From an optimization exercise on the open Yosys and OpenROAD flow, aimed at small area, a short achievable clock period and few clock cycles; shortcuts taken in it are not production practice.
The RTL was checked by simulation tests, not by an equivalence proof against the original design.
Power and IR drop assume default switching activity.

File: flow/run.sh
#!/bin/bash
# synth_recipe.tcl (not shown) runs the flow's synth.tcl, then flattens the netlist and writes it again
# the make line also repeats each setting of config.mk as NAME=value (left out here)
make -C /OpenROAD-flow-scripts/flow DESIGN_CONFIG=/design/flow/config.mk WORK_HOME=/design/flow/orfs CLKGATE_MAP_FILE= SYNTH_SCRIPT=/design/flow/synth_recipe.tcl finish
File: flow/config.mk
export PLATFORM = sky130hd
export DESIGN_NAME = rv_core_top
export DESIGN_NICKNAME = rv_core_top
export VERILOG_FILES = /design/flow/design.v
export SDC_FILE = /design/flow/constraint.sdc
export NUM_CORES = 4
export LEC_CHECK = 0
export CAP_MARGIN = 20
export CORE_MARGIN = 2
export CORE_UTILIZATION = 40
export SLEW_MARGIN = 20
File: flow/constraint.sdc
create_clock -name core_clock -period 8.0 [get_ports {i_clk}]
set_input_delay 1.6000 -clock core_clock [delete_from_list [all_inputs] [get_ports {i_clk}]]
set_output_delay 1.6000 -clock core_clock [all_outputs]
set_load 0.01 [all_outputs]
File: flow/design.v
package rv_core_pkg;
  typedef enum logic [6:0] {
    OP     = 7'b0110011,
    OP_IMM = 7'b0010011,
    LUI    = 7'b0110111,
    LOAD   = 7'b0000011,
    STORE  = 7'b0100011,
    SYSTEM = 7'b1110011
  } opcode_e;
  typedef enum logic [3:0] {
    ALU_ADD,
    ALU_SUB,
    ALU_AND,
    ALU_OR,
    ALU_XOR,
    ALU_SLT,
    ALU_SLTU,
    ALU_SLL,
    ALU_SRL,
    ALU_SRA
  } alu_op_e;
  typedef logic [4:0]          reg_addr_t;
  typedef logic [32-1:0] word_t;
  typedef struct packed {
    word_t     pc;
    word_t     inst;
    word_t     op_a;        
    word_t     op_b;        
    word_t     store_data;  
    reg_addr_t rs1_addr;
    reg_addr_t rs2_addr;
    word_t     rs1_rdata;   
    word_t     rs2_rdata;
    reg_addr_t rd;          
    alu_op_e   alu_op;
    logic      reg_wen;
    logic      mem_ren;
    logic      mem_wen;
  } id_ex_t;
  typedef struct packed {
    word_t     pc;
    word_t     inst;
    word_t     alu_result;  
    word_t     store_data;
    reg_addr_t rs1_addr;
    reg_addr_t rs2_addr;
    word_t     rs1_rdata;
    word_t     rs2_rdata;
    reg_addr_t rd;
    logic      reg_wen;
    logic      mem_ren;
    logic      mem_wen;
  } ex_mem_t;
  typedef struct packed {
    word_t     pc;
    word_t     inst;
    word_t     alu_result;
    reg_addr_t rs1_addr;
    reg_addr_t rs2_addr;
    word_t     rs1_rdata;
    word_t     rs2_rdata;
    reg_addr_t rd;
    logic      reg_wen;
    logic      mem_ren;
  } mem_wb_t;
  typedef struct packed {
    word_t addr;   
    logic  ren;
    logic  wen;    
    word_t wdata;
  } dmem_req_t;
  typedef struct packed {
    logic      valid;
    word_t     inst;
    word_t     pc;
    logic      halt;
    reg_addr_t rs1_addr;
    reg_addr_t rs2_addr;
    word_t     rs1_rdata;
    word_t     rs2_rdata;
    reg_addr_t rd_addr;
    word_t     rd_wdata;
  } retire_t;
endpackage
`timescale 1ns/1ps
module pipe_stage_reg #(
  parameter int W = 1
) (
  input  logic         i_clk,
  input  logic         i_rst,
  input  logic         i_valid,
  input  logic [W-1:0] i_data,
  output logic         o_valid,
  output logic [W-1:0] o_data
);
  always_ff @(posedge i_clk) begin
    if (i_rst) begin
      o_valid <= 1'b0;
    end else begin
      o_valid <= i_valid;  
    end
  end
  always_ff @(posedge i_clk) begin
    if (i_valid) begin
      o_data <= i_data;
    end
  end
endmodule
`timescale 1ns/1ps
module fetch_unit (
  input  logic               i_clk,
  input  logic               i_rst,
  input  logic               i_stall,
  input  rv_core_pkg::word_t i_imem_rdata,
  output rv_core_pkg::word_t o_imem_raddr,
  output rv_core_pkg::word_t o_pc,
  output rv_core_pkg::word_t o_inst,
  output logic               o_valid
);
  rv_core_pkg::word_t pc_q;     
  rv_core_pkg::word_t id_pc_q;  
  logic               valid_q;
  assign o_imem_raddr = i_stall ? id_pc_q : pc_q;
  always_ff @(posedge i_clk) begin
    if (i_rst) begin
      pc_q    <= 32'h0000_0000;
      id_pc_q <= 32'h0000_0000;
      valid_q <= 1'b0;  
    end else if (!i_stall) begin
      pc_q    <= pc_q + 32'd4;
      id_pc_q <= pc_q;
      valid_q <= 1'b1;  
    end
  end
  assign o_inst  = i_imem_rdata;
  assign o_pc    = id_pc_q;
  assign o_valid = valid_q;
endmodule
`timescale 1ns/1ps
module inst_decoder (
  input  rv_core_pkg::word_t     i_inst,
  input  rv_core_pkg::word_t     i_pc,
  input  rv_core_pkg::word_t     i_rs1_rdata,
  input  rv_core_pkg::word_t     i_rs2_rdata,
  output rv_core_pkg::reg_addr_t o_rs1_raddr,
  output rv_core_pkg::reg_addr_t o_rs2_raddr,
  output logic                   o_uses_rs1,
  output logic                   o_uses_rs2,
  output rv_core_pkg::id_ex_t    o_id_ex
);
  logic [2:0]           funct3;
  logic [6:0]           funct7;
  rv_core_pkg::word_t   imm_i;
  rv_core_pkg::word_t   imm_s;
  rv_core_pkg::word_t   imm_u;
  rv_core_pkg::word_t   imm;
  logic                 use_imm;
  logic                 is_lui;
  logic                 reg_wen;
  logic                 mem_ren;
  logic                 mem_wen;
  rv_core_pkg::alu_op_e alu_op;
  function automatic rv_core_pkg::alu_op_e alu_from_funct(input logic [2:0] f3, input logic alt);
    case (f3)
      3'b000:  alu_from_funct = alt ? rv_core_pkg::ALU_SUB : rv_core_pkg::ALU_ADD;
      3'b001:  alu_from_funct = rv_core_pkg::ALU_SLL;
      3'b010:  alu_from_funct = rv_core_pkg::ALU_SLT;
      3'b011:  alu_from_funct = rv_core_pkg::ALU_SLTU;
      3'b100:  alu_from_funct = rv_core_pkg::ALU_XOR;
      3'b101:  alu_from_funct = alt ? rv_core_pkg::ALU_SRA : rv_core_pkg::ALU_SRL;
      3'b110:  alu_from_funct = rv_core_pkg::ALU_OR;
      default: alu_from_funct = rv_core_pkg::ALU_AND;
    endcase
  endfunction
  assign funct3 = i_inst[14:12];
  assign funct7 = i_inst[31:25];
  assign imm_i = {{(32-12){i_inst[31]}}, i_inst[31:20]};
  assign imm_s = {{(32-12){i_inst[31]}}, i_inst[31:25], i_inst[11:7]};
  assign imm_u = {i_inst[31:12], 12'b0};
  always_comb begin
    o_uses_rs1 = 1'b0;  
    o_uses_rs2 = 1'b0;
    use_imm    = 1'b0;
    is_lui     = 1'b0;
    reg_wen    = 1'b0;
    mem_ren    = 1'b0;
    mem_wen    = 1'b0;
    imm        = imm_i;
    alu_op     = rv_core_pkg::ALU_ADD;  
    case (i_inst[6:0])
      rv_core_pkg::OP: begin
        if (funct7 == 7'b0 || (funct7 == 7'b0100000 && (funct3 == 3'b000 || funct3 == 3'b101))) begin
          o_uses_rs1 = 1'b1;
          o_uses_rs2 = 1'b1;
          reg_wen    = 1'b1;
          alu_op     = alu_from_funct(funct3, funct7[5]);
        end
      end
      rv_core_pkg::OP_IMM: begin
        if ((funct3 != 3'b001 || funct7 == 7'b0) &&
            (funct3 != 3'b101 || funct7 == 7'b0 || funct7 == 7'b0100000)) begin
          o_uses_rs1 = 1'b1;
          use_imm    = 1'b1;
          reg_wen    = 1'b1;
          alu_op     = alu_from_funct(funct3, funct3 == 3'b101 && funct7[5]);
        end
      end
      rv_core_pkg::LUI: begin
        is_lui  = 1'b1;
        use_imm = 1'b1;
        imm     = imm_u;
        reg_wen = 1'b1;
      end
      rv_core_pkg::LOAD: begin
        if (funct3 == 3'b010) begin  
          o_uses_rs1 = 1'b1;
          use_imm    = 1'b1;
          reg_wen    = 1'b1;
          mem_ren    = 1'b1;
        end
      end
      rv_core_pkg::STORE: begin
        if (funct3 == 3'b010) begin  
          o_uses_rs1 = 1'b1;
          o_uses_rs2 = 1'b1;
          use_imm    = 1'b1;
          imm        = imm_s;
          mem_wen    = 1'b1;
        end
      end
      rv_core_pkg::SYSTEM: ;  
      default: ;
    endcase
  end
  assign o_rs1_raddr = o_uses_rs1 ? i_inst[19:15] : '0;
  assign o_rs2_raddr = o_uses_rs2 ? i_inst[24:20] : '0;
  always_comb begin
    o_id_ex            = '0;
    o_id_ex.pc         = i_pc;
    o_id_ex.inst       = i_inst;
    o_id_ex.op_a       = is_lui ? '0 : i_rs1_rdata;
    o_id_ex.op_b       = use_imm ? imm : i_rs2_rdata;
    o_id_ex.store_data = i_rs2_rdata;
    o_id_ex.rs1_addr   = o_rs1_raddr;
    o_id_ex.rs2_addr   = o_rs2_raddr;
    o_id_ex.rs1_rdata  = i_rs1_rdata;
    o_id_ex.rs2_rdata  = i_rs2_rdata;
    o_id_ex.rd         = reg_wen ? i_inst[11:7] : '0;  
    o_id_ex.alu_op     = alu_op;
    o_id_ex.reg_wen    = reg_wen;
    o_id_ex.mem_ren    = mem_ren;
    o_id_ex.mem_wen    = mem_wen;
  end
endmodule
`timescale 1ns/1ps
module reg_file (
  input  logic                   i_clk,
  input  logic                   i_rst,
  input  rv_core_pkg::reg_addr_t i_rs1_raddr,
  input  rv_core_pkg::reg_addr_t i_rs2_raddr,
  input  rv_core_pkg::reg_addr_t i_rd_waddr,
  input  logic                   i_rd_wen,
  input  rv_core_pkg::word_t     i_rd_wdata,
  output rv_core_pkg::word_t     o_rs1_rdata,
  output rv_core_pkg::word_t     o_rs2_rdata
);
  rv_core_pkg::word_t regs [1:32-1];  
  logic               wr_en;
  assign wr_en = i_rd_wen && (i_rd_waddr != '0);  
  always_ff @(posedge i_clk) begin
    if (i_rst) begin
      for (int i = 1; i < 32; i++) begin
        regs[i] <= '0;
      end
    end else if (wr_en) begin
      regs[i_rd_waddr] <= i_rd_wdata;
    end
  end
  assign o_rs1_rdata = (i_rs1_raddr == '0) ? '0 :
                       (wr_en && i_rd_waddr == i_rs1_raddr) ? i_rd_wdata :
                       regs[i_rs1_raddr];
  assign o_rs2_rdata = (i_rs2_raddr == '0) ? '0 :
                       (wr_en && i_rd_waddr == i_rs2_raddr) ? i_rd_wdata :
                       regs[i_rs2_raddr];
endmodule
`timescale 1ns/1ps
module hazard_unit (
  input  logic                   i_if_valid,
  input  rv_core_pkg::reg_addr_t i_rs1_raddr,
  input  rv_core_pkg::reg_addr_t i_rs2_raddr,
  input  logic                   i_uses_rs1,
  input  logic                   i_uses_rs2,
  input  logic                   i_ex_valid,
  input  rv_core_pkg::reg_addr_t i_ex_rd,
  input  logic                   i_ex_wen,
  input  logic                   i_mem_valid,
  input  rv_core_pkg::reg_addr_t i_mem_rd,
  input  logic                   i_mem_wen,
  output logic                   o_stall
);
  logic ex_hit;
  logic mem_hit;
  assign ex_hit  = i_ex_valid && i_ex_wen && (i_ex_rd != '0) &&
                   ((i_uses_rs1 && i_rs1_raddr == i_ex_rd) ||
                    (i_uses_rs2 && i_rs2_raddr == i_ex_rd));
  assign mem_hit = i_mem_valid && i_mem_wen && (i_mem_rd != '0) &&
                   ((i_uses_rs1 && i_rs1_raddr == i_mem_rd) ||
                    (i_uses_rs2 && i_rs2_raddr == i_mem_rd));
  assign o_stall = i_if_valid && (ex_hit || mem_hit);
endmodule
`timescale 1ns/1ps
module alu (
  input  rv_core_pkg::alu_op_e i_op,
  input  rv_core_pkg::word_t   i_a,
  input  rv_core_pkg::word_t   i_b,
  output rv_core_pkg::word_t   o_result
);
  logic [4:0] shamt;
  assign shamt = i_b[4:0];  
  always_comb begin
    case (i_op)
      rv_core_pkg::ALU_ADD:  o_result = i_a + i_b;  
      rv_core_pkg::ALU_SUB:  o_result = i_a - i_b;
      rv_core_pkg::ALU_AND:  o_result = i_a & i_b;
      rv_core_pkg::ALU_OR:   o_result = i_a | i_b;
      rv_core_pkg::ALU_XOR:  o_result = i_a ^ i_b;
      rv_core_pkg::ALU_SLT:  o_result = rv_core_pkg::word_t'($signed(i_a) < $signed(i_b));
      rv_core_pkg::ALU_SLTU: o_result = rv_core_pkg::word_t'(i_a < i_b);
      rv_core_pkg::ALU_SLL:  o_result = i_a << shamt;
      rv_core_pkg::ALU_SRL:  o_result = i_a >> shamt;
      rv_core_pkg::ALU_SRA:  o_result = $signed(i_a) >>> shamt;
      default:               o_result = '0;
    endcase
  end
endmodule
`timescale 1ns/1ps
module rv_core (
  input  logic                   i_clk,
  input  logic                   i_rst,
  output rv_core_pkg::word_t     o_imem_raddr,
  input  rv_core_pkg::word_t     i_imem_rdata,
  output rv_core_pkg::dmem_req_t o_dmem_req,
  input  rv_core_pkg::word_t     i_dmem_rdata,
  output rv_core_pkg::retire_t   o_retire
);
  rv_core_pkg::word_t     if_pc;
  rv_core_pkg::word_t     if_inst;
  logic                   if_valid;
  logic                   stall;
  rv_core_pkg::reg_addr_t rs1_raddr;
  rv_core_pkg::reg_addr_t rs2_raddr;
  rv_core_pkg::word_t     rs1_rdata;
  rv_core_pkg::word_t     rs2_rdata;
  logic                   uses_rs1;
  logic                   uses_rs2;
  rv_core_pkg::id_ex_t    id_ex_d;
  rv_core_pkg::id_ex_t    id_ex_q;
  logic                   ex_valid;
  rv_core_pkg::word_t     alu_result;
  rv_core_pkg::ex_mem_t   ex_mem_d;
  rv_core_pkg::ex_mem_t   ex_mem_q;
  logic                   mem_valid;
  rv_core_pkg::mem_wb_t   mem_wb_d;
  rv_core_pkg::mem_wb_t   mem_wb_q;
  logic                   wb_valid;
  rv_core_pkg::word_t     wb_data;
  logic                   rf_wen;
  fetch_unit u_fetch (
    .i_clk        (i_clk),
    .i_rst        (i_rst),
    .i_stall      (stall),
    .i_imem_rdata (i_imem_rdata),
    .o_imem_raddr (o_imem_raddr),
    .o_pc         (if_pc),
    .o_inst       (if_inst),
    .o_valid      (if_valid)
  );
  inst_decoder u_decoder (
    .i_inst      (if_inst),
    .i_pc        (if_pc),
    .i_rs1_rdata (rs1_rdata),
    .i_rs2_rdata (rs2_rdata),
    .o_rs1_raddr (rs1_raddr),
    .o_rs2_raddr (rs2_raddr),
    .o_uses_rs1  (uses_rs1),
    .o_uses_rs2  (uses_rs2),
    .o_id_ex     (id_ex_d)
  );
  reg_file u_reg_file (
    .i_clk       (i_clk),
    .i_rst       (i_rst),
    .i_rs1_raddr (rs1_raddr),
    .i_rs2_raddr (rs2_raddr),
    .i_rd_waddr  (mem_wb_q.rd),
    .i_rd_wen    (rf_wen),
    .i_rd_wdata  (wb_data),
    .o_rs1_rdata (rs1_rdata),
    .o_rs2_rdata (rs2_rdata)
  );
  hazard_unit u_hazard (
    .i_if_valid  (if_valid),
    .i_rs1_raddr (rs1_raddr),
    .i_rs2_raddr (rs2_raddr),
    .i_uses_rs1  (uses_rs1),
    .i_uses_rs2  (uses_rs2),
    .i_ex_valid  (ex_valid),
    .i_ex_rd     (id_ex_q.rd),
    .i_ex_wen    (id_ex_q.reg_wen),
    .i_mem_valid (mem_valid),
    .i_mem_rd    (ex_mem_q.rd),
    .i_mem_wen   (ex_mem_q.reg_wen),
    .o_stall     (stall)
  );
  pipe_stage_reg #(.W($bits(id_ex_d))) u_id_ex (
    .i_clk   (i_clk),
    .i_rst   (i_rst),
    .i_valid (if_valid && !stall),
    .i_data  (id_ex_d),
    .o_valid (ex_valid),
    .o_data  (id_ex_q)
  );
  alu u_alu (
    .i_op     (id_ex_q.alu_op),
    .i_a      (id_ex_q.op_a),
    .i_b      (id_ex_q.op_b),
    .o_result (alu_result)
  );
  always_comb begin
    ex_mem_d            = '0;
    ex_mem_d.pc         = id_ex_q.pc;
    ex_mem_d.inst       = id_ex_q.inst;
    ex_mem_d.alu_result = alu_result;
    ex_mem_d.store_data = id_ex_q.store_data;
    ex_mem_d.rs1_addr   = id_ex_q.rs1_addr;
    ex_mem_d.rs2_addr   = id_ex_q.rs2_addr;
    ex_mem_d.rs1_rdata  = id_ex_q.rs1_rdata;
    ex_mem_d.rs2_rdata  = id_ex_q.rs2_rdata;
    ex_mem_d.rd         = id_ex_q.rd;
    ex_mem_d.reg_wen    = id_ex_q.reg_wen;
    ex_mem_d.mem_ren    = id_ex_q.mem_ren;
    ex_mem_d.mem_wen    = id_ex_q.mem_wen;
  end
  pipe_stage_reg #(.W($bits(ex_mem_d))) u_ex_mem (
    .i_clk   (i_clk),
    .i_rst   (i_rst),
    .i_valid (ex_valid),
    .i_data  (ex_mem_d),
    .o_valid (mem_valid),
    .o_data  (ex_mem_q)
  );
  always_comb begin
    o_dmem_req.addr  = {ex_mem_q.alu_result[32-1:2], 2'b00};
    o_dmem_req.ren   = mem_valid && ex_mem_q.mem_ren;
    o_dmem_req.wen   = mem_valid && ex_mem_q.mem_wen;  
    o_dmem_req.wdata = ex_mem_q.store_data;
  end
  always_comb begin
    mem_wb_d            = '0;
    mem_wb_d.pc         = ex_mem_q.pc;
    mem_wb_d.inst       = ex_mem_q.inst;
    mem_wb_d.alu_result = ex_mem_q.alu_result;
    mem_wb_d.rs1_addr   = ex_mem_q.rs1_addr;
    mem_wb_d.rs2_addr   = ex_mem_q.rs2_addr;
    mem_wb_d.rs1_rdata  = ex_mem_q.rs1_rdata;
    mem_wb_d.rs2_rdata  = ex_mem_q.rs2_rdata;
    mem_wb_d.rd         = ex_mem_q.rd;
    mem_wb_d.reg_wen    = ex_mem_q.reg_wen;
    mem_wb_d.mem_ren    = ex_mem_q.mem_ren;
  end
  pipe_stage_reg #(.W($bits(mem_wb_d))) u_mem_wb (
    .i_clk   (i_clk),
    .i_rst   (i_rst),
    .i_valid (mem_valid),
    .i_data  (mem_wb_d),
    .o_valid (wb_valid),
    .o_data  (mem_wb_q)
  );
  assign wb_data = mem_wb_q.mem_ren ? i_dmem_rdata : mem_wb_q.alu_result;
  assign rf_wen  = wb_valid && mem_wb_q.reg_wen;
  always_comb begin
    o_retire.valid     = wb_valid;
    o_retire.inst      = mem_wb_q.inst;
    o_retire.pc        = mem_wb_q.pc;
    o_retire.halt      = wb_valid && (mem_wb_q.inst == 32'h0010_0073);
    o_retire.rs1_addr  = mem_wb_q.rs1_addr;
    o_retire.rs2_addr  = mem_wb_q.rs2_addr;
    o_retire.rs1_rdata = mem_wb_q.rs1_rdata;
    o_retire.rs2_rdata = mem_wb_q.rs2_rdata;
    o_retire.rd_addr   = mem_wb_q.rd;
    o_retire.rd_wdata  = wb_data;
  end
endmodule
`timescale 1ns/1ps
module rv_core_top (
  input  logic        i_clk,
  input  logic        i_rst,
  output logic [31:0] o_imem_raddr,
  input  logic [31:0] i_imem_rdata,
  output logic [31:0] o_dmem_addr,
  output logic        o_dmem_ren,
  output logic        o_dmem_wen,
  output logic [31:0] o_dmem_wdata,
  input  logic [31:0] i_dmem_rdata,
  output logic        o_retire_valid,
  output logic [31:0] o_retire_inst,
  output logic [31:0] o_retire_pc,
  output logic        o_retire_halt,
  output logic [4:0]  o_retire_rs1_addr,
  output logic [4:0]  o_retire_rs2_addr,
  output logic [31:0] o_retire_rs1_rdata,
  output logic [31:0] o_retire_rs2_rdata,
  output logic [4:0]  o_retire_rd_addr,
  output logic [31:0] o_retire_rd_wdata
);
  rv_core_pkg::dmem_req_t dmem_req;
  rv_core_pkg::retire_t   retire;
  rv_core u_core (
    .i_clk        (i_clk),
    .i_rst        (i_rst),
    .o_imem_raddr (o_imem_raddr),
    .i_imem_rdata (i_imem_rdata),
    .o_dmem_req   (dmem_req),
    .i_dmem_rdata (i_dmem_rdata),
    .o_retire     (retire)
  );
  assign o_dmem_addr        = dmem_req.addr;
  assign o_dmem_ren         = dmem_req.ren;
  assign o_dmem_wen         = dmem_req.wen;
  assign o_dmem_wdata       = dmem_req.wdata;
  assign o_retire_valid     = retire.valid;
  assign o_retire_inst      = retire.inst;
  assign o_retire_pc        = retire.pc;
  assign o_retire_halt      = retire.halt;
  assign o_retire_rs1_addr  = retire.rs1_addr;
  assign o_retire_rs2_addr  = retire.rs2_addr;
  assign o_retire_rs1_rdata = retire.rs1_rdata;
  assign o_retire_rs2_rdata = retire.rs2_rdata;
  assign o_retire_rd_addr   = retire.rd_addr;
  assign o_retire_rd_wdata  = retire.rd_wdata;
endmodule
==> results_dict.tcl <==
set metrics [dict create \
    critical_path_class "primary input to output port" \
    ios 341 \
    cp-start-kind "primary input" \
    drt_pass1_iterations 6 \
    htreeDepth 4 \
    synth-seq-area-share_pct 56.35 \
    outcome "complete, no violations" \
    cp_slowest_stage_delay_ps 760 \
    fin_skew_ps 64.59 \
    syn_area_mm2 0.08724 \
    synth_ff_type "edfxtp_1" \
    worstHoldPathType "flip-flop to flip-flop" \
    gr-usage-all-layers_pct 31.79 \
    postCtsHoldBufs 0 \
    yosysWarnings 8 \
    first_global_vias 65900 \
    cts_sinks 1659 \
    maxSlewViolCount 0 \
    start_util_pct 40.21 \
    die_h_um 471.0 \
    grt_overflow 0 \
    synthTopCellsByArea "edfxtp_1 (55%), mux2i_1 (6.4%), nor2_1 (6.2%)" \
    clockBufferDepth 3 \
    synth_most_common_cell "edfxtp_1" \
    finalHoldViolCount 0 \
    fin_crit_sh_pct 89.51 \
    vias 69830 \
    wl_um 363000 \
    vias_per_cell 6.484 \
    postCtsSetupRepairBufs 0 \
    ys_ff_latch 1659 \
    die_w_um 471.0 \
    post-route-util_pct 45.45 \
    drt-met1-wl_um 137500 \
    drive_above_1_share_pct 10.08 \
    die_area_mm2 0.2219 \
    cts_made_buffers 175 \
    reg2reg_setup_slack_ps 3240 \
    endpoint_kind "output port" \
    clkLatencyLatePin_ps 880 \
    synthCells 7859 \
    yosys-top-cells-count "edfxtp_1 (1,593), nor2_1 (1,434), mux2i_1 (556)" \
    ir_drop_v 0.0002700 \
    rr_startpoint "u_core.u_id_ex.o_data[118]$_DFFE_PP_" \
    yosysTopAreaCell "edfxtp_1" \
    reg2regPathDepth 11 \
    final_nets 7916 \
    tns_ps 0 \
    worst_slew_pin_slew_ps 1199 \
    dp_hpwl_um 241200 \
    synthArstFlopShare_pct 0 \
    worstPathCellList "clkdlybuf4s50_1 > nand4bb_1 > nor4_4 > and2_1 > nor2_4 > o21bai_1 > buf_4 > and3_1 > clkdlybuf4s50_1" \
    place.port_buffers 338 \
    clk_transition_reported_paths_ps 60 \
    wl_met3_um 44530 \
    ys_types 97 \
    area_growth_pct 13.02 \
    endpoint "o_imem_raddr[1]" \
    root_buffer "clkbuf_16" \
    ant_nets 0 \
    syn_avg_cell_area_um2 11.10 \
    worst_path_max_delay_cell "nor4_4" \
    cts_tree "yes" \
    power.leakage_uw 0.03523 \
    arrival_ps 5560 \
    yosys.area.top_type_share_pct 54.83 \
    slew_headroom_pct 19.89 \
    antenna_found_initial 28 \
    crit_top_cell "clkdlybuf4s50_1" \
    rsz0062_at_grt "false" \
    pwr_density_cell_mw_per_mm2 204.2 \
    rr_endpoint "u_core.u_ex_mem.o_data[144]$_DFFE_PP_" \
    crit_fanout 12 \
    wl_met2_um 158800 \
    routabilityCongestion 1.010 \
    rows 171 \
    setup_violations 0 \
    grt_max_degree 145 \
    fmaxAchievable_mhz 139.6 \
    cap_viol_max_count 0 \
    drc 0 \
    period_minus_slack_ps 7161 \
    crit_start "i_imem_rdata[6]" \
    synth_edf_count 1593 \
    post_cts_resized 0 \
    routed.top_layer "met5" \
    post_drt_wl_per_cell_um 33.70 \
    design.core.area_mm2 0.2170 \
    crit_required_ps 6400 \
    grt_pass1_wl_um 506100 \
    drt_iter0_markers 11850 \
]
## cell families (layout without fill, tap and decap cells)
family	after synthesis	after routing	synth area share (%)
and+or+nand+nor	2541	2541	12.39
AOI/OAI and AO/OA	1708	1708	13.85
DFF	1659	1659	56.35
buffers and inverters	1075	1081	5.812
muxes	707	707	9.464
adders and majority gates	100	100	1.451
xor gates and xnor gates	68	68	0.6827
other	1	52	0.004299
## metal layers
metal  vias to the layer above  track usage, %
li1                      28800               -
met1                     34880           41.68
met2                      5138           47.79
met3                      1003           8.780
met4                        14           16.97
met5                         -               0
## area by class of cell
type | count | area (µm²)
diodes | 18 | 45.04
clock inverters | 111 | 1205
flip-flops and latches | 1659 | 49160
well taps | 2854 | 3571
inverters | 155 | 599.3
fillers | 19760 | 118400
clock buffers | 214 | 4598
multi-input cells | 5158 | 33740
repair buffers | 601 | 5672
## worst max-delay path: cells and delay by family
family / cells / cell delay (ps)
AO/OA/AOI/OAI: 1 / 220
AND/OR/NAND/NOR: 5 / 2460
buffers and inverters: 3 / 1240
## stage by stage
step	std cells	worst slack [ps]	hold slack, ps	area [µm²]	total power [µW]
3_3_place_gp	10430	973.1	400.7	92700	11900
2_1_floorplan	7892	364.2	400.3	87370	11150
4_1_cts	10750	885.5	384.3	98530	20140
3_5_place_dp	10430	906.2	404.5	92730	11930
5_1_grt	10760	756.6	394.5	98570	20620
6_report	10770	838.9	397.0	98600	20140
## how the worst min path moves through the flow
stage                                       endpoint  depth (start not counted)                                   start  slack, ps
2_1_floorplan    u_core.u_ex_mem.o_data[0]$_DFFE_PP_                          0  u_core.u_id_ex.o_data[0]$_SDFFCE_PP0P_        400
3_3_place_gp    u_core.u_ex_mem.o_data[77]$_DFFE_PP_                          0     u_core.u_id_ex.o_data[81]$_DFFE_PP_        400
3_5_place_dp   u_core.u_ex_mem.o_data[182]$_DFFE_PP_                          0    u_core.u_id_ex.o_data[218]$_DFFE_PP_        400
4_1_cts         u_core.u_mem_wb.o_data[82]$_DFFE_PP_                          0   u_core.u_ex_mem.o_data[115]$_DFFE_PP_        380
5_1_grt         u_core.u_mem_wb.o_data[82]$_DFFE_PP_                          0   u_core.u_ex_mem.o_data[115]$_DFFE_PP_        390
6_report        u_core.u_mem_wb.o_data[82]$_DFFE_PP_                          0   u_core.u_ex_mem.o_data[115]$_DFFE_PP_        400
## sequential cells by signal (all words and copies together) (netlist names)
register and count:
u_core.u_ex_mem.o_data 178, u_core.u_id_ex.o_valid 1, u_core.u_fetch.valid_q 1, u_core.u_mem_wb.o_valid 1
u_core.u_fetch.pc_q 30, u_core.u_reg_file.regs 1024, u_core.u_mem_wb.o_data 177, u_core.u_id_ex.o_data 214
u_core.u_ex_mem.o_valid 1, u_core.u_fetch.id_pc_q 32
## cell usage in the layout, fill, tap and decap left out, drive strengths merged, types with 88 or more instances in the layout
| cell | synthesis | routed |
|---|---|---|
| buf | 384 | 269 |
| o221ai | 159 | 159 |
| a211oi | 125 | 125 |
| nor2 | 1434 | 1434 |
| clkdlybuf4s50 | 0 | 331 |
| nand3 | 151 | 151 |
| a31oi | 114 | 114 |
| mux2i | 556 | 556 |
| nand2 | 517 | 517 |
| mux4 | 88 | 88 |
| ha | 98 | 98 |
| inv | 148 | 162 |
| o211ai | 118 | 118 |
| o21ai | 307 | 307 |
| a21oi | 282 | 282 |
| edfxtp | 1593 | 1593 |
| clkbuf | 536 | 215 |
| nor3 | 120 | 120 |
## power breakdown
group	internal [µW]	total (µW)	switching, µW
Sequential	9840	10100	234
Clock	4660	8330	3670
Combinational	541	1730	1190
Total	15000	20100	5090
Testbench counts, summed over its fixed seeds: cycles 18,357.

-- afterwards: timing with drivers on the ports --
Ports are ideal in the flow. The routed layout listed here was re-timed in OpenROAD. Step 1: set_driving_cell puts a clkbuf_16 on i_clk and a buf_2 on each other input, an assumption about the parent block. Step 2, shift: input delay + t, output delay - t, t = (earliest + latest rising clock arrival at the registers) / 2. This alone moves slack from input paths to output paths. Three values: ideal ports, drivers, drivers and shift; two values: the first two.
t (ns): 0.942
setup slack, ns: 0.839 / 0.808 / 0.485
hold WS [ns]: 0.397 / 0.397 / 0.397
cell pins on the clock port's net: 1
After both steps this run still meets setup and hold. The setup slack of this run moves by -0.031 ns with the drivers and by -0.354 ns with both steps.
